This is an optimization exercise on Yosys and OpenROAD, whose aim is small area, a short achievable clock period and few clock cycles per item, not a production implementation.
Only simulation tests tie the RTL to the original design; equivalence was not proved.
No activity file was given, so power comes from the tool's default toggle rates.

===== design/flow/config.mk =====
export PLATFORM = sky130hd
export DESIGN_NAME = max_two_disjoint_rect_sum
export DESIGN_NICKNAME = max_two_disjoint_rect_sum
export VERILOG_FILES = /design/flow/design.v
export SDC_FILE = /design/flow/constraint.sdc
export NUM_CORES = 4
export LEC_CHECK = 0
export ABC_AREA = 1
export CAP_MARGIN = 20
export CORE_MARGIN = 2
export CORE_UTILIZATION = 40
export SETUP_SLACK_MARGIN = 5
export SLEW_MARGIN = 20

===== design/flow/constraint.sdc =====
create_clock -name core_clock -period 10.0 [get_ports {i_clk}]
set_input_delay 2.0000 -clock core_clock [delete_from_list [all_inputs] [get_ports {i_clk}]]
set_output_delay 2.0000 -clock core_clock [all_outputs]
set_load 0.01 [all_outputs]

===== design/flow/design.v =====
package mtdr_pkg;
    localparam int DEF_MAX_ROWS  = 8;
    localparam int DEF_MAX_COLS  = 8;
    localparam int DEF_CELL_BITS = 16;
    localparam int OUT_W      = 23;
    localparam int CFG_IDX_W  = 1;
    localparam int CFG_DATA_W = 4;
    localparam int IDX_W  = 5;
    localparam int ADDR_W = 10;
    localparam logic [CFG_IDX_W-1:0] REG_ROW_COUNT = 1'b0;
    localparam logic [CFG_IDX_W-1:0] REG_COL_COUNT = 1'b1;
    typedef struct packed {
        logic              wr_en;
        logic [ADDR_W-1:0] wr_addr;
        logic              rd_en;
        logic [ADDR_W-1:0] rd_addr;
        logic              clr_max;
        logic              clr_col;
        logic              acc_col;
        logic              rect;
        logic              first;
        logic [IDX_W-1:0]  row_top;
        logic [IDX_W-1:0]  row_bot;
        logic [IDX_W-1:0]  col_lft;
        logic [IDX_W-1:0]  col_rgt;
        logic              rpre;
        logic              rsuf;
        logic              cpre;
        logic              csuf;
        logic [IDX_W-1:0]  pidx;
        logic              load_out;
        logic              no_pair;
    } t_cmd;
endpackage
module max_two_disjoint_rect_sum #(
    parameter int MAX_ROWS  = mtdr_pkg::DEF_MAX_ROWS,
    parameter int MAX_COLS  = mtdr_pkg::DEF_MAX_COLS,
    parameter int CELL_BITS = mtdr_pkg::DEF_CELL_BITS
) (
    input  logic                               i_clk,
    input  logic                               i_rst_n,
    input  logic                               i_in_valid,
    output logic                               o_in_ready,
    input  logic signed [CELL_BITS-1:0]        i_in_cell_value,
    input  logic                               i_in_last_cell,
    output logic                               o_out_valid,
    input  logic                               i_out_ready,
    output logic signed [mtdr_pkg::OUT_W-1:0]  o_out_best_sum,
    output logic                               o_out_no_pair,
    input  logic                               i_cfg_valid,
    output logic                               o_cfg_ready,
    input  logic [mtdr_pkg::CFG_IDX_W-1:0]     i_cfg_index,
    input  logic [mtdr_pkg::CFG_DATA_W-1:0]    i_cfg_data
);
    localparam int SW = 19;    
    localparam int KW = 22;    
    localparam int PW = 23;    
    function automatic logic [2:0] clamp_m1(input logic [3:0] n);
        if (n == 4'd0)  clamp_m1 = 3'd0;
        else if (n[3])  clamp_m1 = 3'd7;
        else            clamp_m1 = n[2:0] - 3'd1;
    endfunction
    function automatic logic gtk(input logic [KW-1:0] a, input logic [KW-1:0] b);
        gtk = {~a[KW-1], a[KW-2:0]} > {~b[KW-1], b[KW-2:0]};
    endfunction
    function automatic logic gtp(input logic [PW-1:0] a, input logic [PW-1:0] b);
        gtp = {~a[PW-1], a[PW-2:0]} > {~b[PW-1], b[PW-2:0]};
    endfunction
    function automatic logic [KW:0] vmax(input logic [KW:0] a, input logic [KW:0] b);
        if (!b[KW])                         vmax = a;
        else if (!a[KW])                    vmax = b;
        else if (gtk(b[KW-1:0], a[KW-1:0])) vmax = b;
        else                                vmax = a;
    endfunction
    function automatic logic [PW:0] pmax(input logic [PW:0] a, input logic [PW:0] b);
        if (!b[PW])                         pmax = a;
        else if (!a[PW])                    pmax = b;
        else if (gtp(b[PW-1:0], a[PW-1:0])) pmax = b;
        else                                pmax = a;
    endfunction
    logic [3:0] cfg_rows, cfg_cols;
    assign o_cfg_ready = 1'b1;
    always_ff @(posedge i_clk) begin
        if (!i_rst_n) begin
            cfg_rows <= 4'd8;
            cfg_cols <= 4'd8;
        end else if (i_cfg_valid) begin
            if (i_cfg_index == 1'b0) cfg_rows <= i_cfg_data;
            else                     cfg_cols <= i_cfg_data;
        end
    end
    logic       in_act, in_done, in_slot;
    logic [2:0] in_row, in_col, in_rm1, in_cm1;
    logic [1:0] sfull;
    logic [1:0][2:0] s_row, s_cm1, s_rm1;
    logic [1:0][7:0][15:0] rb;
    logic       in_disc, in_fire, wr_cell, row_end;
    logic [2:0] cur_rm1, cur_cm1, cur_row, cur_col;
    assign in_disc    = in_act & in_done;
    logic rdy_r;
    assign o_in_ready = rdy_r;
    assign in_fire    = i_in_valid & o_in_ready;
    assign cur_rm1    = in_act ? in_rm1 : clamp_m1(cfg_rows);
    assign cur_cm1    = in_act ? in_cm1 : clamp_m1(cfg_cols);
    assign cur_row    = in_act ? in_row : 3'd0;
    assign cur_col    = in_act ? in_col : 3'd0;
    assign wr_cell    = in_fire & ~in_disc;
    assign row_end    = wr_cell & (cur_col == cur_cm1);
    logic       eng_clr;      
    logic       eng_cslot;
    logic       eng_last;     
    logic       eng_last_n, eng_cslot_n;
    logic       rf_end, rf_done, rdy0, rdy1_if;
    logic [1:0] sf0, sf1;
    always_comb begin
        sf0 = sfull;
        for (int sl = 0; sl < 2; sl++) if (eng_clr && eng_cslot == sl[0]) sf0[sl] = 1'b0;
        rf_end  = ~in_disc & (cur_col == cur_cm1);
        rf_done = in_done | (rf_end & (cur_row == cur_rm1));
        sf1 = sf0;
        if (rf_end) sf1[in_slot] = 1'b1;
        rdy0 = (in_act & in_done) | ~sf0[in_slot] | (eng_last_n & (eng_cslot_n == in_slot));
        rdy1_if = (~i_in_last_cell & rf_done) | ~sf1[in_slot ^ rf_end] | (eng_last_n & (eng_cslot_n == (in_slot ^ rf_end)));
    end
    always_ff @(posedge i_clk) begin
        if (!i_rst_n) rdy_r <= 1'b1;
        else          rdy_r <= in_fire ? rdy1_if : rdy0;
    end
    always_ff @(posedge i_clk) begin
        if (!i_rst_n) begin
            in_act  <= 1'b0;
            in_done <= 1'b0;
            in_slot <= 1'b0;
            in_row  <= 3'd0;
            in_col  <= 3'd0;
        end else if (in_fire) begin
            if (i_in_last_cell) begin
                in_act  <= 1'b0;
                in_done <= 1'b0;
                in_row  <= 3'd0;
                in_col  <= 3'd0;
            end else begin
                in_act <= 1'b1;
                if (wr_cell) begin
                    if (row_end) begin
                        in_col <= 3'd0;
                        in_row <= cur_row + 3'd1;
                        if (cur_row == cur_rm1) in_done <= 1'b1;
                    end else begin
                        in_col <= cur_col + 3'd1;
                    end
                end
            end
            if (row_end) in_slot <= ~in_slot;
        end
    end
    always_ff @(posedge i_clk) begin
        if (in_fire && !in_act) begin
            in_rm1 <= cur_rm1;
            in_cm1 <= cur_cm1;
        end
    end
    logic        w_en;
    logic [15:0] w_x;
    logic [15:0] w_sel;     
    always_ff @(posedge i_clk) begin
        if (!i_rst_n) w_en <= 1'b0;
        else          w_en <= wr_cell;
    end
    always_ff @(posedge i_clk) begin
        w_x <= i_in_cell_value;
        for (int sl = 0; sl < 2; sl++)
            for (int c = 0; c < 8; c++)
                w_sel[sl*8+c] <= (in_slot == sl[0]) && (cur_col == c[2:0]);
    end
    always_ff @(posedge i_clk) begin
        for (int sl = 0; sl < 2; sl++) begin
            for (int c = 0; c < 8; c++) begin
                if (w_en && w_sel[sl*8+c]) rb[sl][c] <= w_x;
            end
            if (row_end && in_slot == sl[0]) begin
                s_row[sl] <= cur_row;
                s_cm1[sl] <= cur_cm1;
                s_rm1[sl] <= cur_rm1;
            end
        end
    end
    always_ff @(posedge i_clk) begin
        if (!i_rst_n) begin
            sfull <= 2'b00;
        end else begin
            for (int s = 0; s < 2; s++) begin
                if (row_end && in_slot == s[0])            sfull[s] <= 1'b1;
                else if (eng_clr && eng_cslot == s[0])     sfull[s] <= 1'b0;
            end
        end
    end
    logic [1:0]        fcnt;       
    logic [PW:0]       q0, q1;     
    logic              push;
    logic [PW:0]       push_d;
    logic              pop;
    logic ov_r;
    assign o_out_valid    = ov_r;
    assign o_out_best_sum = q0[PW-1:0];
    assign o_out_no_pair  = q0[PW];
    assign pop            = o_out_valid & i_out_ready;
    always_ff @(posedge i_clk) begin
        if (!i_rst_n) begin
            fcnt <= 2'd0;
            ov_r <= 1'b0;
        end else begin
            fcnt <= fcnt + {1'b0, push} - {1'b0, pop};
            ov_r <= push | fcnt[1] | (fcnt[0] & ~pop);
        end
    end
    always_ff @(posedge i_clk) begin
        if (pop) begin
            q0 <= (push && fcnt == 2'd1) ? push_d : q1;
        end else if (push && fcnt == 2'd0) begin
            q0 <= push_d;
        end
        if (push && ((fcnt == 2'd1 && !pop) || (fcnt == 2'd2))) q1 <= push_d;
    end
    logic       busy, dir, has1, has2, fin, cslot, eslot;
    logic [2:0] k, mm1;
    logic [2:0] r1, c1m1;             
    logic [2:0] c2m1, r2rm1;          
    logic [2:0] r2;
    logic       p2v;                  
    logic [2:0] p2r, p2c, p2rm1;
    logic [2:0] wcnt;
    logic [1:0] lastcnt;              
    logic       st_last, st_act1, st_act2, st_first1, st_last1, st_first2, st_rowc, st_fstart;
    logic [2:0] st_v;
    logic [7:0] st_vh;
    logic       free, p2fin, rdy1, credit, waitok, start, take1, take2;
    logic [2:0] n1c, n1r, n1rm1, nm1, rowsteps;
    assign free   = ~busy | st_last;
    logic       p2fin_r;              
    logic [2:0] p2rs;                 
    logic [1:0] tot;                  
    assign p2fin  = p2fin_r;
    assign rdy1   = sfull[eslot];
    assign credit = ~tot[1];
    assign waitok = in_act & ~in_done & (in_row == 3'd0) & ((in_cm1 - in_col) < p2c) & (wcnt != 3'd7);
    assign n1c    = eslot ? s_cm1[1] : s_cm1[0];
    assign n1r    = eslot ? s_row[1] : s_row[0];
    assign n1rm1  = eslot ? s_rm1[1] : s_rm1[0];
    always_comb begin
        take1 = rdy1;
        take2 = p2v;
        if (p2v && p2fin) start = free & credit & (lastcnt != 2'd0) & (rdy1 | ~waitok);
        else              start = free & rdy1;
        rowsteps = (p2v && p2fin) ? p2rs : 3'd0;
        nm1 = 3'd0;
        if (rdy1 && n1c > nm1)       nm1 = n1c;
        if (p2v && p2c > nm1)        nm1 = p2c;
        if (rowsteps > nm1)          nm1 = rowsteps;
    end
    assign eng_clr     = busy & has1 & st_last;
    assign eng_last    = eng_clr;
    assign eng_cslot   = cslot;
    assign eng_last_n  = busy_n & has1_n & (k_n == mm1_n);
    assign eng_cslot_n = start ? eslot : cslot;
    logic       busy_n, dir_n, has1_n, has2_n, fin_n;
    logic [2:0] k_n, mm1_n, c1m1_n, c2m1_n, r2rm1_n, v_n;
    logic [7:0] vh_n;
    always_comb begin
        busy_n  = busy;
        dir_n   = dir;
        has1_n  = has1;
        has2_n  = has2;
        fin_n   = fin;
        k_n     = k;
        mm1_n   = mm1;
        c1m1_n  = c1m1;
        c2m1_n  = c2m1;
        r2rm1_n = r2rm1;
        v_n     = st_v;
        vh_n    = st_vh;
        if (start) begin
            busy_n  = 1'b1;
            dir_n   = ~dir;
            has1_n  = take1;
            has2_n  = take2;
            fin_n   = take2 & p2fin;
            k_n     = 3'd0;
            mm1_n   = nm1;
            c1m1_n  = n1c;
            c2m1_n  = p2c;
            r2rm1_n = p2rm1;
            v_n     = dir ? 3'd0 : nm1;
            vh_n    = dir ? 8'd1 : (8'd1 << nm1);
        end else if (busy) begin
            if (st_last) begin
                busy_n = 1'b0;
            end else begin
                k_n  = k + 3'd1;
                v_n  = dir ? st_v - 3'd1 : st_v + 3'd1;
                vh_n = dir ? {1'b0, st_vh[7:1]} : {st_vh[6:0], 1'b0};
            end
        end
    end
    logic n1_top, p2_top, nm1_zero, ge12, ge21, ge1r, ge2r;
    always_comb begin
        ge12     = eslot ? (s_cm1[1] >= p2c) : (s_cm1[0] >= p2c);
        ge21     = eslot ? (p2c >= s_cm1[1]) : (p2c >= s_cm1[0]);
        ge1r     = eslot ? (s_cm1[1] >= p2rs) : (s_cm1[0] >= p2rs);
        ge2r     = (p2c >= p2rs);
        n1_top   = (~p2v | ge12) & (~(p2v & p2fin) | ge1r);
        p2_top   = (~rdy1 | ge21) & (~p2fin | ge2r);
        nm1_zero = (~rdy1 | n1c == 3'd0) & (~p2v | p2c == 3'd0) & (~(p2v & p2fin) | p2rs == 3'd0);
    end
    logic stn_last, stn_act1, stn_act2, stn_rowc, stn_fstart, stn_first1, stn_last1, stn_first2;
    logic [2:0] cv_n;
    always_comb begin
        cv_n = dir ? st_v - 3'd1 : st_v + 3'd1;
        if (start) begin
            stn_last   = nm1_zero;
            stn_rowc   = take2 & p2fin & (p2rm1 != 3'd0);
            stn_fstart = take2 & p2fin;
            if (dir) begin       
                stn_act1   = take1;
                stn_act2   = take2;
                stn_first1 = 1'b1;
                stn_last1  = (n1c == 3'd0);
                stn_first2 = 1'b1;
            end else begin       
                stn_act1   = rdy1 & n1_top;
                stn_act2   = p2v & p2_top;
                stn_first1 = n1_top;
                stn_last1  = nm1_zero;
                stn_first2 = p2_top;
            end
        end else begin
            stn_last   = busy & ~st_last & (k + 3'd1 == mm1);
            stn_rowc   = busy & ~st_last & fin & (k + 3'd1 < r2rm1);
            stn_fstart = 1'b0;
            stn_act1   = busy & ~st_last & has1 & (cv_n <= c1m1);
            stn_act2   = busy & ~st_last & has2 & (cv_n <= c2m1);
            stn_first1 = dir ? (cv_n == c1m1) : (cv_n == 3'd0);
            stn_last1  = dir ? (cv_n == 3'd0) : (cv_n == c1m1);
            stn_first2 = dir ? (cv_n == c2m1) : (cv_n == 3'd0);
        end
    end
    always_ff @(posedge i_clk) begin
        if (!i_rst_n) begin
            busy      <= 1'b0;
            dir       <= 1'b0;
            eslot     <= 1'b0;
            p2v       <= 1'b0;
            wcnt      <= 3'd0;
            has1      <= 1'b0;
            has2      <= 1'b0;
            fin       <= 1'b0;
            st_last   <= 1'b0;
            st_act1   <= 1'b0;
            st_act2   <= 1'b0;
            st_rowc   <= 1'b0;
            st_fstart <= 1'b0;
        end else begin
            busy      <= busy_n;
            dir       <= dir_n;
            has1      <= has1_n;
            has2      <= has2_n;
            fin       <= fin_n;
            st_last   <= stn_last;
            st_act1   <= stn_act1;
            st_act2   <= stn_act2;
            st_rowc   <= stn_rowc;
            st_fstart <= stn_fstart;
            if (start) begin
                p2v  <= take1;
                wcnt <= 3'd0;
                if (take1) eslot <= ~eslot;
            end else if (!busy && p2v && p2fin && wcnt != 3'd7) begin
                wcnt <= wcnt + 3'd1;
            end
        end
    end
    always_ff @(posedge i_clk) begin
        k         <= k_n;
        mm1       <= mm1_n;
        c1m1      <= c1m1_n;
        c2m1      <= c2m1_n;
        r2rm1     <= r2rm1_n;
        st_v      <= v_n;
        st_vh     <= vh_n;
        st_first1 <= stn_first1;
        st_last1  <= stn_last1;
        st_first2 <= stn_first2;
        if (start) begin
            cslot <= eslot;
            r1    <= n1r;
            r2    <= p2r;
            if (take1) begin
                p2r     <= n1r;
                p2c     <= n1c;
                p2rm1   <= n1rm1;
                p2fin_r <= (n1r == n1rm1);
                p2rs    <= (n1rm1 != 3'd0) ? n1rm1 - 3'd1 : 3'd0;
            end
        end
    end
    always_ff @(posedge i_clk) begin
        if (!i_rst_n) begin
            tot     <= 2'd0;
            lastcnt <= 2'd0;
        end else begin
            tot     <= tot + {1'b0, start & take2 & p2fin} - {1'b0, pop};
            lastcnt <= lastcnt + {1'b0, in_fire & i_in_last_cell} - {1'b0, start & take2 & p2fin};
        end
    end
    logic [2:0] v;
    logic       a_act1, a_act2, a_first1, a_last1, a_first2, a_rowc, a_fstart, a_flast;
    logic [15:0] xa;
    assign v        = st_v;
    assign a_act1   = st_act1;
    assign a_act2   = st_act2;
    assign a_first1 = st_act1 & st_first1;
    assign a_last1  = st_act1 & st_last1;
    assign a_first2 = st_act2 & st_first2;
    assign a_rowc   = st_rowc;
    assign a_fstart = st_fstart;
    assign a_flast  = busy & fin & st_last;
    always_comb begin
        xa = '0;
        for (int sl = 0; sl < 2; sl++)
            for (int c = 0; c < 8; c++)
                xa = xa | (rb[sl][c] & {16{cslot == sl[0] && st_vh[c]}});
    end
    logic [7:0][7:0][SW-1:0] cs;      
    logic [7:0][SW-1:0]      old_v, new_v, p_ov;
    logic [15:0]             p_x;
    logic [7:0]              p_vh;
    logic                    p_act1, p_act2, p_first1, p_last1, p_first2, p_rowc, p_fstart, p_flast;
    logic                    p_fin, p_dir, p_fresh, p_fvalid;
    logic [2:0]              p_r1, p_r2, p_v, p_q;
    logic [7:0]              p_fresh_lane;     
    logic                    byp;
    assign byp = p_act1 & |(p_vh & st_vh);
    always_comb begin
        for (int a = 0; a < 8; a++)
            new_v[a] = (p_fresh_lane[a] ? {SW{1'b0}} : p_ov[a]) + {{(SW-16){p_x[15]}}, p_x};
    end
    always_comb begin
        for (int a = 0; a < 8; a++) begin
            old_v[a] = '0;
            for (int c = 0; c < 8; c++) old_v[a] = old_v[a] | (cs[a][c] & {SW{st_vh[c]}});
            if (byp) old_v[a] = new_v[a];
        end
    end
    always_ff @(posedge i_clk) begin
        if (!i_rst_n) begin
            p_act1 <= 1'b0; p_act2 <= 1'b0; p_rowc <= 1'b0; p_fstart <= 1'b0; p_flast <= 1'b0;
        end else begin
            p_act1 <= a_act1; p_act2 <= a_act2; p_rowc <= a_rowc; p_fstart <= a_fstart; p_flast <= a_flast;
        end
    end
    always_ff @(posedge i_clk) begin
        p_ov     <= old_v;
        p_x      <= xa;
        p_vh     <= st_vh;
        p_first1 <= a_first1;
        p_last1  <= a_last1;
        p_first2 <= a_first2;
        p_fin    <= fin;
        p_dir    <= dir;
        p_fresh  <= (r1 <= 3'd1);
        p_fvalid <= (r2rm1 != 3'd0);
        p_r1     <= r1;
        for (int a = 0; a < 8; a++) p_fresh_lane[a] <= (r1 == a[2:0]);
        p_r2     <= r2;
        p_v      <= v;
        p_q      <= k + 3'd1;
    end
    always_ff @(posedge i_clk) begin
        for (int a = 0; a < 8; a++) begin
            for (int c = 0; c < 8; c++) begin
                if (p_act1 && p_vh[c]) cs[a][c] <= new_v[a];
            end
        end
    end
    logic       a2_act1, a2_act2, a2_first1, a2_last1, a2_first2, a2_rowc, a2_fstart, a2_flast;
    logic       a2_fin, a2_dir, a2_fresh, a2_fvalid;
    logic [2:0] a2_r1, a2_r2, a2_v, a2_q;
    logic [7:0][SW-1:0] a2_nv;
    logic [7:0][KW-1:0] rr1, rr2, rr1_n, rr2_n;
    always_ff @(posedge i_clk) begin
        if (!i_rst_n) begin
            a2_act1 <= 1'b0; a2_act2 <= 1'b0; a2_rowc <= 1'b0; a2_fstart <= 1'b0; a2_flast <= 1'b0;
        end else begin
            a2_act1 <= p_act1; a2_act2 <= p_act2; a2_rowc <= p_rowc; a2_fstart <= p_fstart; a2_flast <= p_flast;
        end
    end
    always_ff @(posedge i_clk) begin
        a2_first1 <= p_first1;
        a2_last1  <= p_last1;
        a2_first2 <= p_first2;
        a2_fin    <= p_fin;
        a2_dir    <= p_dir;
        a2_fresh  <= p_fresh;
        a2_fvalid <= p_fvalid;
        a2_r1     <= p_r1;
        a2_r2     <= p_r2;
        a2_v      <= p_v;
        a2_q      <= p_q;
        a2_nv     <= new_v;
    end
    always_comb begin
        for (int a = 0; a < 8; a++) begin
            rr1_n[a] = {{(KW-SW){a2_nv[a][SW-1]}}, a2_nv[a]} + ((a2_first1 || rr1[a][KW-1]) ? {KW{1'b0}} : rr1[a]);
            rr2_n[a] = {{(KW-SW){p_ov[a][SW-1]}}, p_ov[a]} + ((p_first2 || rr2[a][KW-1]) ? {KW{1'b0}} : rr2[a]);
        end
    end
    always_ff @(posedge i_clk) begin
        for (int a = 0; a < 8; a++) begin
            rr1[a] <= rr1_n[a];      
            rr2[a] <= rr2_n[a];
        end
    end
    localparam int CW_ACT1 = 0, CW_ACT2 = 1, CW_FIRST1 = 2, CW_LAST1 = 3, CW_FIRST2 = 4, CW_ROWC = 5,
                   CW_FSTART = 6, CW_FLAST = 7, CW_FIN = 8, CW_DIR = 9, CW_FRESH = 10, CW_FVALID = 11,
                   CW_R1 = 12, CW_R2 = 15, CW_V = 18, CW_Q = 21, CW_N = 24;
    logic [CW_N-1:0] cw_a2, cw_b1, cw_b2, cw_c1, cw_c2, cw_d;
    assign cw_a2 = {a2_q, a2_v, a2_r2, a2_r1, a2_fvalid, a2_fresh, a2_dir, a2_fin, a2_flast, a2_fstart,
                    a2_rowc, a2_first2, a2_last1, a2_first1, a2_act2, a2_act1};
    always_ff @(posedge i_clk) begin
        if (!i_rst_n) begin
            cw_b1 <= '0; cw_b2 <= '0; cw_c1 <= '0; cw_c2 <= '0; cw_d <= '0;
        end else begin
            cw_b1 <= cw_a2; cw_b2 <= cw_b1; cw_c1 <= cw_b2; cw_c2 <= cw_c1; cw_d <= cw_c2;
        end
    end
    logic       b_act1, b_act2, b_first1;
    logic [2:0] b_r1, b_r2;
    assign b_act1   = cw_b1[CW_ACT1];
    assign b_act2   = cw_b1[CW_ACT2];
    assign b_first1 = cw_b1[CW_FIRST1];
    assign b_r1     = cw_b1[CW_R1 +: 3];
    assign b_r2     = cw_b1[CW_R2 +: 3];
    logic [7:1][KW-1:0] top;
    logic [7:1][KW-1:0] pb;
    always_ff @(posedge i_clk) begin
        for (int a = 1; a < 8; a++) begin
            if (b_act1 && a[2:0] <= b_r1) begin
                if ((a[2:0] == b_r1 && b_first1) || gtk(rr1[a], top[a])) top[a] <= rr1[a];
            end
        end
    end
    logic [3:0][KW:0] l1_1, l1_2, b2_l1, b1_l2;
    logic [KW:0]      b2_p2a, b2_p2b;
    always_comb begin
        for (int j = 0; j < 4; j++) begin
            l1_1[j] = vmax({b_act1 && (2*j) <= b_r1, rr1[2*j]}, {b_act1 && (2*j+1) <= b_r1, rr1[2*j+1]});
            l1_2[j] = vmax({a2_act2 && (2*j) <= a2_r2, rr2[2*j]}, {a2_act2 && (2*j+1) <= a2_r2, rr2[2*j+1]});
        end
    end
    always_ff @(posedge i_clk) begin
        b2_l1 <= l1_1;
        b1_l2  <= l1_2;
        b2_p2a <= vmax(b1_l2[0], b1_l2[1]);
        b2_p2b <= vmax(b1_l2[2], b1_l2[3]);
    end
    logic [KW:0]   c1_p1a, c1_p1b, c1_p2a, c1_p2b;
    logic [KW-1:0] top_q, c1_topq, c2_topq;
    always_comb begin
        top_q = '0;
        for (int a = 1; a < 8; a++) top_q = top_q | (top[a] & {KW{cw_b2[CW_Q +: 3] == a[2:0]}});
    end
    always_ff @(posedge i_clk) begin
        c1_p1a  <= vmax(b2_l1[0], b2_l1[1]);
        c1_p1b  <= vmax(b2_l1[2], b2_l1[3]);
        c1_p2a  <= b2_p2a;
        c1_p2b  <= b2_p2b;
        c1_topq <= top_q;
        c2_topq <= c1_topq;
    end
    logic [6:0][KW-1:0] rgt;
    logic [7:1][KW-1:0] lft;
    logic [KW-1:0] f_c;
    logic [KW:0]   c2_m1, c2_m2, c2_f;
    always_comb begin
        f_c = '0;
        for (int c = 0; c < 7; c++) f_c = f_c | (rgt[c] & {KW{~cw_c1[CW_DIR] && cw_c1[CW_V +: 3] == c[2:0]}});
        for (int c = 1; c < 8; c++) f_c = f_c | (lft[c] & {KW{cw_c1[CW_DIR] && cw_c1[CW_V +: 3] == c[2:0]}});
    end
    always_ff @(posedge i_clk) begin
        c2_m1 <= vmax(c1_p1a, c1_p1b);
        c2_m2 <= vmax(c1_p2a, c1_p2b);
        c2_f  <= {cw_c1[CW_FVALID], f_c};
    end
    logic          c2_act1, c2_first1, c2_last1, c2_fin;
    logic [2:0]    c2_r1, c2_q;
    assign c2_act1   = cw_c2[CW_ACT1];
    assign c2_first1 = cw_c2[CW_FIRST1];
    assign c2_last1  = cw_c2[CW_LAST1];
    assign c2_fin    = cw_c2[CW_FIN];
    assign c2_r1     = cw_c2[CW_R1 +: 3];
    assign c2_q      = cw_c2[CW_Q +: 3];
    logic [KW-1:0] best, best_n, pb_q;
    logic [PW-1:0] candr_c2;
    always_comb begin
        best_n = best;
        if ((c2_r1 == 3'd0 && c2_first1) || gtk(c2_m1[KW-1:0], best)) best_n = c2_m1[KW-1:0];
        pb_q = '0;
        for (int a = 1; a < 8; a++) pb_q = pb_q | (pb[a] & {KW{c2_q == a[2:0]}});
        candr_c2 = {c2_topq[KW-1], c2_topq} + {pb_q[KW-1], pb_q};
    end
    always_ff @(posedge i_clk) begin
        if (c2_act1) best <= best_n;
        for (int a = 1; a < 8; a++) begin
            if (c2_act1 && c2_last1 && c2_r1 == a[2:0] - 3'd1) pb[a] <= best_n;
        end
    end
    logic [KW-1:0] d_mall;
    logic [KW:0]   d_fm2;
    logic [PW-1:0] d_candr;
    logic [7:0]    d_vh;
    always_ff @(posedge i_clk) begin
        d_mall  <= c2_fin ? c2_m1[KW-1:0] : vmax(c2_m1, c2_m2);
        d_fm2   <= vmax(c2_f, c2_m2);
        d_candr <= candr_c2;
        for (int c = 0; c < 8; c++) d_vh[c] <= (cw_c2[CW_V +: 3] == c[2:0]);
    end
    logic       d_act1, d_act2, d_first2, d_rowc, d_fstart, d_flast, d_fin, d_dir, d_fresh;
    assign d_act1   = cw_d[CW_ACT1];
    assign d_act2   = cw_d[CW_ACT2];
    assign d_first2 = cw_d[CW_FIRST2];
    assign d_rowc   = cw_d[CW_ROWC];
    assign d_fstart = cw_d[CW_FSTART];
    assign d_flast  = cw_d[CW_FLAST];
    assign d_fin    = cw_d[CW_FIN];
    assign d_dir    = cw_d[CW_DIR];
    assign d_fresh  = cw_d[CW_FRESH];
    logic [KW-1:0] rgt_v, lft_v, ca_same, ca_other;
    logic          d_upd;
    always_comb begin
        rgt_v = '0;
        lft_v = '0;
        for (int c = 0; c < 7; c++) rgt_v = rgt_v | (rgt[c] & {KW{d_vh[c]}});
        for (int c = 1; c < 8; c++) lft_v = lft_v | (lft[c] & {KW{d_vh[c]}});
        ca_same  = d_dir ? lft_v : rgt_v;
        ca_other = d_dir ? rgt_v : lft_v;
    end
    assign d_upd = d_act1 | (d_act2 & ~d_fin);
    logic          e_wr, e_dir;
    logic [7:0]    e_vh;
    logic [KW-1:0] e_mall;
    always_ff @(posedge i_clk) begin
        if (!i_rst_n) e_wr <= 1'b0;
        else          e_wr <= d_upd && (d_fresh || gtk(d_mall, ca_same));
    end
    always_ff @(posedge i_clk) begin
        e_dir  <= d_dir;
        e_mall <= d_mall;
        e_vh   <= d_vh;
    end
    always_ff @(posedge i_clk) begin
        for (int c = 0; c < 7; c++) if (e_wr && !e_dir && e_vh[c]) rgt[c] <= e_mall;
        for (int c = 1; c < 8; c++) if (e_wr && e_dir && e_vh[c])  lft[c] <= e_mall;
    end
    logic [KW-1:0] rm;
    logic [KW:0]   rm_n;
    always_comb begin
        rm_n = vmax({~d_first2, rm}, d_fm2);
    end
    always_ff @(posedge i_clk) begin
        if (d_act2 && d_fin) rm <= rm_n[KW-1:0];
    end
    logic       e_candv, e_rowc, e_fstart, e_flast;
    logic [KW-1:0] e_rm, e_oth;
    logic [PW-1:0] e_candr;
    always_ff @(posedge i_clk) begin
        if (!i_rst_n) begin
            e_candv <= 1'b0; e_rowc <= 1'b0; e_fstart <= 1'b0; e_flast <= 1'b0;
        end else begin
            e_candv <= d_act2 & d_fin & ~d_first2;
            e_rowc <= d_rowc; e_fstart <= d_fstart; e_flast <= d_flast;
        end
    end
    always_ff @(posedge i_clk) begin
        e_rm    <= rm;
        e_oth   <= ca_other;
        e_candr <= d_candr;
    end
    logic          x_candv, x_rowc, x_fstart, x_flast;
    logic [PW-1:0] x_candc, x_candr;
    always_ff @(posedge i_clk) begin
        if (!i_rst_n) begin
            x_candv <= 1'b0; x_rowc <= 1'b0; x_fstart <= 1'b0; x_flast <= 1'b0;
        end else begin
            x_candv <= e_candv; x_rowc <= e_rowc; x_fstart <= e_fstart; x_flast <= e_flast;
        end
    end
    always_ff @(posedge i_clk) begin
        x_candc <= {e_rm[KW-1], e_rm} + {e_oth[KW-1], e_oth};
        x_candr <= e_candr;
    end
    logic [PW:0] ans_r, ans_c;
    always_ff @(posedge i_clk) begin
        if (x_fstart) begin
            ans_r <= {x_rowc, x_candr};
            ans_c <= {x_candv, x_candc};
        end else begin
            ans_r <= pmax(ans_r, {x_rowc, x_candr});
            ans_c <= pmax(ans_c, {x_candv, x_candc});
        end
    end
    logic f_flast;
    logic [PW:0] ans;
    always_ff @(posedge i_clk) begin
        if (!i_rst_n) f_flast <= 1'b0;
        else          f_flast <= x_flast;
    end
    assign ans    = pmax(ans_r, ans_c);
    assign push   = f_flast;
    assign push_d = ans[PW] ? {1'b0, ans[PW-1:0]} : {1'b1, {PW{1'b0}}};
endmodule

===== design/flow/run.sh =====
#!/bin/bash
# synth_recipe.tcl (not shown) runs the flow's synth.tcl, then flattens the netlist and writes it again
# the make line also repeats each setting of config.mk as NAME=value (left out here)
make -C /OpenROAD-flow-scripts/flow DESIGN_CONFIG=/design/flow/config.mk WORK_HOME=/design/flow/orfs CLKGATE_MAP_FILE= SYNTH_SCRIPT=/design/flow/synth_recipe.tcl finish

==> run_results.csv, run 1 <==
group,metric,value,unit
place,post-dp-hpwl,359000,µm
yosys,synthesis.instances,16431,
place,postPlaceCellArea,177000,µm²
critical_path,type_of_element_capturing_the_critical_path,"flop",
floorplanning,boundaryPins,54,
yosys,syn_area_per_cell,10.4,µm²
global_routing,grt_first_pass_wirelength,762000,µm
clocking,cts_resized,0,
yosys,synth_enable_flop_cells,2291,
sta,final-hold-violation-count,0,
detailed_routing,via_count,120782,
sta,slew-limit-headroom,0.208,
yosys,netlist_area,170000,µm²
cells_and_area,finish.instance_area,192000,µm²
clocking,tritoncts_num_sinks,3869,
clocking,htree_levels,5,
clocking,root_buffer,"sky130_fd_sc_hd__clkbuf_16",
floorplanning,chipWidth,656,µm
run_status,status,"complete, no violations",
critical_path,timing_worst_setup_path_type,"reg2reg",
sta,grt_setup_unrepaired,"false",
power_and_ir_drop,cellLeakagePower,80.7,nW
global_routing,grt-ovfl-total,0,
cells_and_area,multiInputGateArea,61000,µm²
detailed_routing,wl_per_cell,23.1,µm
clocking,ctsLongestPathBuffers,4,
floorplanning,total_number_of_placement_rows,239,
clocking,insertion_delay,1.02,ns
detailed_routing,drt_first_pass_iters,6,
place,dpl.cell_count,21842,
cells_and_area,final_nets,17859,
critical_path,start_kind,"flop",
critical_path,timing.critical_path.buf_inv,2,
sta,max_freq,0.249,GHz
clocking,cts.repair_timing.setup_buffer_count,0,
cells_and_area,finish.cell_count_without_fillers,22622,
power_and_ir_drop,worst_ir_drop_vdd,0.000181,V
clocking,cts_tree,"yes",
detailed_routing,routed_vias_inst,5.34,
sta,report.final.setup_viol,0,
sta,max_slew.worst_pin.slew,1.19,ns
sta,fin_worst_skew,0.0956,ns
yosys,synth.distinct_cells,70,
critical_path,critical_path.cell_chain,"buf_4, nor2_1, inv_1, nor2_1, ha_1, a21oi_1, o21ai_0, nand2_1, nand2_1, a21oi_1, o21ai_2, a21boi_0, o21ai_0, xor2_1",
job,timing.max_cap.violations,0,
place,gp_congestion,0.955,
yosys,syn_nets,17705,
power_and_ir_drop,power_density,279,nW/µm²
critical_path,cp.arrival,4.86,ns
yosys,yosys_register_bits,3869,
clocking,hold_fix_buffers_cts,0,
min_path,hold_path_class,"reg2reg",
critical_path,timing.critical_path.max_delay_family,"compound AO/OA/AOI/OAI gates",
place,buffer_ports.inserted,52,
cells_and_area,area.growth.synth_to_final,12.6,%
clocking,cts_made_buffers,401,
yosys,asyncSetResetFlopFracSynth,0,
critical_path,worstPathRequired,10.84,ns
yosys,seq_area_frac_synth,0.590,
detailed_routing,number_of_drc_markers_in_iteration_0,12200,
global_routing,via_count_of_the_first_global_routing_pass,115576,
sta,fin_crit,4.02,ns
detailed_routing,final_antenna_net_count,0,
global_routing,global_route.usage.total,0.236,
global_routing,grt_antenna_before_repair,47,
floorplanning,core,424000,µm²
sta,drv_slew,0,
yosys,synth_warnings,1,
yosys,synth_ff_type,"sky130_fd_sc_hd__edfxtp_1",
floorplanning,die-area,431000,µm²
global_routing,grt_max_degree,133,
sta,setup_tns,0,ns
critical_path,critical-path-slowest-cell,"sky130_fd_sc_hd__dfxtp_1",
cells_and_area,final_util,0.452,
floorplanning,die_y,656,µm
cells_and_area,final_layout_size_suffix_gt1_frac,0.0571,
critical_path,critical-path-max-stage-delay,0.93,ns
sta,holdWs,0.319,ns
cells_and_area,ff_latch_area,100000,µm²
detailed_routing,totalWireLength,523000,µm
cells_and_area,layout.filler_cells,39610,
floorplanning,initial_core_util,0.402,
clocking,clk_transition_reported_paths,0.06,ns
critical_path,path_max_fanout,21,
sta,min_period_over_period,0.402,
detailed_routing,drc,0,
## cells by family after synthesis
group                    synth area share
AND/OR/NAND/NOR                     0.137
flip-flops                          0.590
AO/OA/AOI/OAI                      0.0997
buffers and inverters              0.0534
adder cells (fa/ha/maj)            0.0929
XOR/XNOR                           0.0266
multiplexers                     0.000655
other                           0.0000220
## Yosys cell counts, types with 115 or more instances
| cell type | number | share of area |
|---|---|---|
| sky130_fd_sc_hd__nand3_1 | 673 | 0.020 |
| sky130_fd_sc_hd__nor3_1 | 115 | 0.0034 |
| sky130_fd_sc_hd__a31oi_1 | 161 | 0.0059 |
| sky130_fd_sc_hd__a221oi_1 | 403 | 0.021 |
| sky130_fd_sc_hd__clkbuf_1 | 339 | 0.0075 |
| sky130_fd_sc_hd__edfxtp_1 | 2291 | 0.40 |
| sky130_fd_sc_hd__nand4_1 | 242 | 0.0089 |
| sky130_fd_sc_hd__xor2_1 | 358 | 0.018 |
| sky130_fd_sc_hd__ha_1 | 1219 | 0.090 |
| sky130_fd_sc_hd__o21ai_0 | 690 | 0.020 |
| sky130_fd_sc_hd__dfxtp_1 | 1578 | 0.19 |
| sky130_fd_sc_hd__nand2_1 | 3410 | 0.075 |
| sky130_fd_sc_hd__a21oi_1 | 929 | 0.027 |
| sky130_fd_sc_hd__xnor2_1 | 159 | 0.0082 |
| sky130_fd_sc_hd__inv_1 | 1922 | 0.042 |
| sky130_fd_sc_hd__nor2_1 | 1075 | 0.024 |
## sequential cells by signal, indices dropped and copies added (netlist names), 92 cells and up
register  count
a2_nv       152
lft         154
b2_l1        92
pb          154
cs         1216
p_ov        152
rr1         176
rgt         154
rr2         176
rb          256
b1_l2        92
top         154
## report_power, final
part | switching [mW] | internal, mW
logic | 10.0 | 5.59
registers | 2.48 | 19.7
clock network | 6.54 | 9.14
total | 19.0 | 34.5
## per-stage QoR
stage	setup WS, ns	total power, mW
after detailed placement	5.16	37.8
after CTS	5.90	53.5
after global placement	5.16	37.7
final	5.98	53.5
after floorplan	5.57	32.2
after global routing	5.82	56.5
## layout make-up
cell class                      instances  area share
Inverter                             1933      0.0382
Sequential cell                      3869       0.524
Clock inverter                        186      0.0116
Clock buffer                          574      0.0617
Multi-Input combinational cell      10177       0.318
Antenna cell                           17    0.000222
Tap cell                             5663      0.0370
Timing Repair Buffer                  203     0.00915
## path summary, 6_finish.rpt
path         slack [ns]        from  depth (start not counted)         end
max                5.98   a2_first1                         14     rr1[16]
min reg2reg        0.32  e_candr[0]                          0  x_candr[0]
max reg2reg        5.98   a2_first1                         14     rr1[16]
min                0.32  e_candr[0]                          0  x_candr[0]
## layer usage
metal	vias up	GRT usage	wire (µm)
met5	-	0	94
met4	14	0.0989	24400
met3	956	0.0326	37200
met2	4421	0.378	236000
met1	58166	0.320	225000
li1	57225	-	-
## cells in the final DEF, fill, tap and decap left out, types with 158 or more instances in the layout
master	n
sky130_fd_sc_hd__a31oi_1	159
sky130_fd_sc_hd__ha_1	1219
sky130_fd_sc_hd__xor2_1	357
sky130_fd_sc_hd__a21oi_1	923
sky130_fd_sc_hd__edfxtp_1	2291
sky130_fd_sc_hd__inv_1	1912
sky130_fd_sc_hd__clkbuf_16	421
sky130_fd_sc_hd__a221oi_1	403
sky130_fd_sc_hd__xnor2_1	158
sky130_fd_sc_hd__nor2_1	1044
sky130_fd_sc_hd__nand3_1	673
sky130_fd_sc_hd__nand4_1	242
sky130_fd_sc_hd__dfxtp_1	1564
sky130_fd_sc_hd__o21ai_0	690
sky130_fd_sc_hd__nand2_1	3408
Testbench counts, summed over its fixed seeds: cycles 6,145, grids 128.
==> inputs of run 2 (changes only) <==
--- a/design/flow/config.mk
+++ b/design/flow/config.mk
@@ -6,8 +6,8 @@
 export NUM_CORES = 4
 export LEC_CHECK = 0
 export ABC_AREA = 1
-export CAP_MARGIN = 20
+export CAP_MARGIN = 10
 export CORE_MARGIN = 2
 export CORE_UTILIZATION = 40
 export SETUP_SLACK_MARGIN = 5
-export SLEW_MARGIN = 20
+export SLEW_MARGIN = 10
==> run_results.csv, run 2 <==
group,metric,value,unit
cells_and_area,final_layout_size_suffix_gt1_frac,0.0568,
yosys,synth_largest_type_area_fraction,0.404,
floorplanning,die_y,656,µm
critical_path,critical-path-max-stage-delay,0.92,ns
detailed_routing,totalWireLength,523000,µm
clocking,cts_tree,"yes",
clocking,clk_transition_reported_paths,0.06,ns
floorplanning,die-area,431000,µm²
detailed_routing,highest_layer,"met5",
power_and_ir_drop,pwr-share-comb,0.294,
yosys,synth_warnings,1,
run_status,status,"complete, no violations",
yosys,netlist_top_cells_area,"sky130_fd_sc_hd__edfxtp_1 40%, sky130_fd_sc_hd__dfxtp_1 19%, sky130_fd_sc_hd__ha_1 9.0%",
yosys,synth.top_cells.by_count,"3,410 x sky130_fd_sc_hd__nand2_1, 2,291 x sky130_fd_sc_hd__edfxtp_1, 1,922 x sky130_fd_sc_hd__inv_1",
yosys,seq_area_frac_synth,0.590,
cells_and_area,final_cell_mix,"3,409 x sky130_fd_sc_hd__nand2_1, 2,291 x sky130_fd_sc_hd__edfxtp_1, 1,912 x sky130_fd_sc_hd__inv_1, 1,564 x sky130_fd_sc_hd__dfxtp_1, 1,219 x sky130_fd_sc_hd__ha_1",
power_and_ir_drop,power_density,278,nW/µm²
yosys,syn_area_per_cell,10.4,µm²
power_and_ir_drop,netSwitchingFraction,0.357,
floorplanning,total_number_of_placement_rows,239,
clocking,insertion_delay,0.99,ns
cells_and_area,largest_register_ff_count,1216,
sta,max_slew.worst_pin.slew,1.26,ns
clocking,cts_resized,0,
detailed_routing,wl_met1,225000,µm
yosys,asyncSetResetFlopFracSynth,0,
power_and_ir_drop,internal-power,34.2,mW
power_and_ir_drop,power_switching,19.0,mW
detailed_routing,via_count,120582,
sta,setup_tns,0,ns
cells_and_area,largest-register,"cs",
sta,fin_worst_skew,0.0908,ns
clocking,ctsLongestPathBuffers,4,
sta,drv_slew,0,
place,buffer_ports.inserted,52,
clocking,htree_levels,5,
power_and_ir_drop,p_clk_frac,0.288,
floorplanning,boundaryPins,54,
min_path,hold_path_class,"reg2reg",
yosys,yosys_register_bits,3869,
detailed_routing,wl_met3,37700,µm
sta,grt_setup_unrepaired,"false",
detailed_routing,routed_vias_inst,5.33,
critical_path,cp.arrival,4.83,ns
critical_path,type_of_element_capturing_the_critical_path,"flop",
clocking,tritoncts_num_sinks,3869,
power_and_ir_drop,seqPwrFrac,0.418,
critical_path,timing_worst_setup_path_type,"reg2reg",
cells_and_area,layout_commonest_cell,"sky130_fd_sc_hd__nand2_1",
global_routing,grt_max_degree,133,
sta,min_period_over_period,0.400,
floorplanning,chipWidth,656,µm
cells_and_area,layout_top_registers,"cs (1216), rb (256)",
sta,report.final.setup_viol,0,
power_and_ir_drop,total_power,53.2,mW
critical_path,critical-path-slowest-cell,"sky130_fd_sc_hd__dfxtp_1",
clocking,hold_fix_buffers_cts,0,
clocking,root_buffer,"sky130_fd_sc_hd__clkbuf_16",
power_and_ir_drop,worst_ir_drop_vdd,0.000185,V
global_routing,grt-ovfl-total,0,
power_and_ir_drop,cellLeakagePower,80.6,nW
sta,max_freq,0.250,GHz
critical_path,path_max_fanout,21,
yosys,yosysMostFrequentCell,"sky130_fd_sc_hd__nand2_1",
place,gp_congestion,0.955,
place,post-dp-hpwl,359000,µm
cells_and_area,area.growth.synth_to_final,12.4,%
yosys,synthesis.instances,16431,
cells_and_area,final_nets,17855,
detailed_routing,final_antenna_net_count,0,
yosys,synth_enable_flop_cells,2291,
floorplanning,core,424000,µm²
detailed_routing,drc,0,
critical_path,critical_path.cell_chain,"buf_4, nor2_1, inv_1, nor2_1, ha_1, a21oi_1, o21ai_0, nand2_1, nand2_1, a21oi_1, o21ai_2, a21boi_0, o21ai_0, xor2_1",
job,timing.max_cap.violations,0,
critical_path,worst-r2r-setup-slack,6.00,ns
global_routing,global_route.usage.total,0.236,
critical_path,start_kind,"flop",
yosys,netlist_area,170000,µm²
global_routing,via_count_of_the_first_global_routing_pass,115587,
detailed_routing,wl_per_cell,23.1,µm
critical_path,worstPathRequired,10.83,ns
sta,slew-limit-headroom,0.161,
detailed_routing,dr_wl_met2,236000,µm
yosys,synth_ff_type,"sky130_fd_sc_hd__edfxtp_1",
floorplanning,initial_core_util,0.402,
cells_and_area,finish.cell_count_without_fillers,22607,
yosys,syn_nets,17705,
clocking,cts_made_buffers,399,
clocking,cts.repair_timing.setup_buffer_count,0,
yosys,yosys.area.top_type,"sky130_fd_sc_hd__edfxtp_1",
sta,final-hold-violation-count,0,
sta,fin_crit,4.00,ns
global_routing,grt_first_pass_wirelength,762000,µm
place,dpl.cell_count,21841,
yosys,synth.distinct_cells,70,
detailed_routing,drt_first_pass_iters,6,
global_routing,grt_antenna_before_repair,42,
detailed_routing,number_of_drc_markers_in_iteration_0,11995,
run 2: cell counts after synthesis:
No cell type changed its count.
run 2: power groups by stage:
stage	clock network, mW	logic [mW]	registers [mW]
4_1_cts	15.5	15.4	22.2
2_1_floorplan	0	11.3	20.9
6_report	15.3	15.6	22.2
5_1_grt	16.1	17.7	22.3
3_5_place_dp	0	15.3	22.5
3_3_place_gp	0	15.2	22.5
run 2: layout make-up:
type                            instances  area (µm²)
Timing Repair Buffer                  201        1760
Clock buffer                          570       11800
Multi-Input combinational cell      10177       60900
Clock inverter                        181        1840
Inverter                             1933        7320
Fill cell                           39627      233000
Tap cell                             5663        7090
Antenna cell                           13        32.5
Sequential cell                      3869      100000
run 2: per-layer routing:
layer,track usage,vias up
met2,0.379,4315
li1,-,57224
met1,0.321,58054
met4,0.0978,14
met3,0.0318,975
met5,0,-
run 2: per-stage QoR:
step / worst slack, ns / instance area, µm² / utilization / hold slack (ns)
final: 6.00 / 191000 / 0.451 / 0.299
after global routing: 5.69 / 191000 / 0.451 / 0.307
after global placement: 5.16 / 177000 / 0.419 / 0.310
after detailed placement: 5.18 / 177000 / 0.419 / 0.312
after floorplan: 5.57 / 170000 / - / 0.310
after CTS: 5.94 / 191000 / 0.451 / 0.304
run 2: path summary, 6_finish.rpt:
path,startpoint,endpoint,cells past startpoint
min,e_candr[19],x_candr[19],0
max reg2reg,a2_first1,rr1[16],14
max,a2_first1,rr1[16],14
min reg2reg,e_candr[19],x_candr[19],0
run 2: critical path, delay by kind of cell, from the launching register on:
kind	cells	cell delay [ns]
AO/OA/AOI/OAI	6	1.22
AND/OR/NAND/NOR	4	0.29
adder cells (fa/ha/maj)	1	0.37
flip-flops	1	0.92
XOR/XNOR	1	0.17
buffers and inverters	2	0.84
run 2: cells by family (layout without fill, tap and decap cells):
| logic type | count (synthesis) | after routing | share of synthesized area |
|---|---|---|---|
| compound gates | 2747 | 2747 | 0.0997 |
| xor+xnor | 517 | 517 | 0.0266 |
| fa+ha+maj | 1247 | 1247 | 0.0929 |
| buf+inv | 2385 | 2885 | 0.0534 |
| flops | 3869 | 3869 | 0.590 |
| mux | 11 | 11 | 0.000655 |
| other cells | 1 | 14 | 0.0000220 |
| simple gates | 5654 | 5654 | 0.137 |

[afterwards: timing with drivers on the ports]
The results above use ideal ports. As a check the final layouts listed here were re-extracted and re-timed, cells and wires unchanged. Step 1 assumes that a clkbuf_16 drives the clock port and a buf_2 every other input. Step 2 times the ports against the registers' clock, not the clock port: input delays grow and output delays shrink by t, the midpoint of the rising clock arrivals with the driver on. a / b / c = no drivers / after step 1 / after step 2; a / b = the first two.
run	t (ns)	slack for setup (ns)	hold WS [ns]
run 1	1.071	5.980 / 5.872 / 5.253	0.319 / 0.319 / 0.319
run 2	1.059	6.001 / 5.925 / 5.330	0.299 / 0.299 / 0.299
After both steps every run listed still meets setup and hold. The setup slack of run 1, which loses most, moves by -0.108 ns with the drivers and by -0.727 ns with both steps.
